What follows belongs to an exercise in optimizing a design on an open flow for small area, a short achievable clock period and few clock cycles; a production flow would make more cautious choices.
Where RTL was checked, it was by simulation tests only, not by an equivalence proof against the original.

Setup of the reference run:
## periodic_wavelet_analysis
module periodic_wavelet_analysis (
    input  logic                                   i_clk,
    input  logic                                   i_rst_n,
    input  logic                                   i_in_valid,
    output logic                                   o_in_ready,
    input  logic                                   i_in_mode,
    input  logic [pwa_pkg::COEF_IDX_W-1:0]         i_in_coef_index,
    input  logic signed [pwa_pkg::COEF_WIDTH-1:0]  i_in_low_coef,
    input  logic signed [pwa_pkg::COEF_WIDTH-1:0]  i_in_high_coef,
    input  logic signed [pwa_pkg::SAMPLE_WIDTH-1:0] i_in_sample,
    output logic                                   o_out_valid,
    input  logic                                   i_out_ready,
    output logic signed [pwa_pkg::OUT_W-1:0]       o_out_low,
    output logic signed [pwa_pkg::OUT_W-1:0]       o_out_high,
    output logic [pwa_pkg::OUT_IDX_W-1:0]          o_out_index,
    output logic                                   o_out_last,
    input  logic                                   i_cfg_we,
    input  logic [pwa_pkg::CFG_IDX_W-1:0]          i_cfg_index,
    input  logic [pwa_pkg::CFG_DATA_W-1:0]         i_cfg_data
);
For scale: ~18000 cells after synthesis, roughly 4300 flip-flops, about 120 I/O pins, roughly 230000 µm² of cells after synthesis.
export LEC_CHECK = 0
export ABC_CLOCK_PERIOD_IN_PS = 3500
export CAP_MARGIN = 20
export CORE_MARGIN = 2
export CORE_UTILIZATION = 40
export SETUP_SLACK_MARGIN = 5
export SLEW_MARGIN = 20
create_clock -name core_clock -period 10.0 [get_ports {i_clk}]
run.sh (not shown) runs the stock make flow with config.mk's settings and CLKGATE_MAP_FILE= SYNTH_SCRIPT=/design/flow/synth_recipe.tcl, a recipe that flattens the netlist after the stock synthesis.
[the reference run] flow finished | final checks: failed | reasons: antenna rules
For the trial run, these inputs were changed with respect to the reference run:
- clearing SETUP_SLACK_MARGIN, which used to be 5
- clearing ABC_CLOCK_PERIOD_IN_PS, which used to be 3500
==> notes.md <==
- The trial run finished every step from synthesis to the final layout, and the layout passed the timing, DRC and antenna checks.
- On fraction of area in multi-input gates, the reference run and the trial run are basically level.
- Via count of the first global-routing pass: the trial run vs the reference run — no meaningful difference
- Taking the reference run as the reference, in the trial run worst slack at placement flat, clock skew flat, global-route met3 utilization ~0 delta.
- In terms of final instance count without filler cells, the trial run and the reference run differ only marginally.
Function was not checked in any run of this note: the RTL went through the layout flow alone.


Setup of old:
periodic_wavelet_analysis, a different RTL version from the one above (not shown whole).
Size: about 14000 cells after synthesis, about 4500 flip-flops, roughly 120 I/O pins, ~220000 um^2 of cells after synthesis.
export LEC_CHECK = 0
export CAP_MARGIN = 20
export CORE_MARGIN = 2
export CORE_UTILIZATION = 40
export CTS_CLUSTER_DIAMETER = 100
export CTS_CLUSTER_SIZE = 26
export SLEW_MARGIN = 20
create_clock -name core_clock -period 10.0 [get_ports {i_clk}]
standard.sh (not shown) runs the stock make flow with config.mk's settings and CLKGATE_MAP_FILE= SYNTH_SCRIPT=/design/flow/synth_recipe.tcl, a recipe that flattens the netlist after the stock synthesis.
==> flow/flow/run.sh <==
#!/bin/bash
# The standard layout (the standard.sh: standard synthesis, floorplan,
# placement, CTS, routing, finish) with the setup repair steps aiming at a
# slack margin of 6.9 ns instead of 0, so that repair keeps improving paths
# well below the 10 ns clock. Nothing else differs from the standard flow.
set -euo pipefail
export SETUP_SLACK_MARGIN=6.9
bash standard.sh > standard_flow.log 2>&1
Testbench counts of old, summed over its fixed seeds: cycles 22,416.
Changes in new relative to old:
- CTS_CLUSTER_SIZE now 30, was 26
diff --git a/flow/flow/run.sh b/flow/flow/run.sh
--- a/flow/flow/run.sh
+++ b/flow/flow/run.sh
@@ -4 +4 @@
-# slack margin of 6.9 ns instead of 0, so that repair keeps improving paths
+# slack margin of 6.6 ns instead of 0, so that repair keeps improving paths
@@ -7 +7 @@
-export SETUP_SLACK_MARGIN=6.9
+export SETUP_SLACK_MARGIN=6.6
Notes after the runs:
- The flop and latch count out of synthesis of new and that of old are within noise of each other.
- Diff old -> new | routed length on met1 | down by a few percent
- Delay of the slowest cell on the worst path down 0.03 ns in new wrt old
- Compared with old, new shows a area growth from synthesis to layout that is 3.9 points lower.
- Comparing old with new, the fraction of area in clock buffers and inverters came out essentially unchanged.
- Comparing old and new, the lower arrival time at the worst endpoint was measured on new.
- As far as final hold slack is concerned, old and new perform about the same.
- new against old; cell area is down by a few percent.

re-timing with driven ports:
In the flow no input, the clock included, has a driving cell. The finished layouts below were timed again as built, in two steps.
Step 1: set_driving_cell puts a clkbuf_16 on i_clk and a buf_2 on each other input, an assumption about the parent block.
Step 2 adds t to the input delays and takes it off the output delays; t is the mean of the earliest and latest rising clock arrival at the registers after step 1. Input paths then give back, and output paths get back, about the clock's delay inside the block.
Slacks: ideal ports / drivers / drivers and shift; pairs: ideal ports / drivers.
| run | shift t [ns] | slack for setup (ns) | worst setup path at the end |
|---|---|---|---|
| the reference run | 1.155 | 5.126 / 5.126 / 4.309 | input to register |
| the trial run | 1.155 | 4.812 / 4.812 / 4.296 | input to register |
| old | 1.115 | 6.384 / 6.260 / 5.941 | input to register |
| new | 1.070 | 6.420 / 6.300 / 5.962 | input to register |
The setup slack of the reference run, which loses most, moves by 0.000 ns with the drivers and by -0.817 ns with both steps.
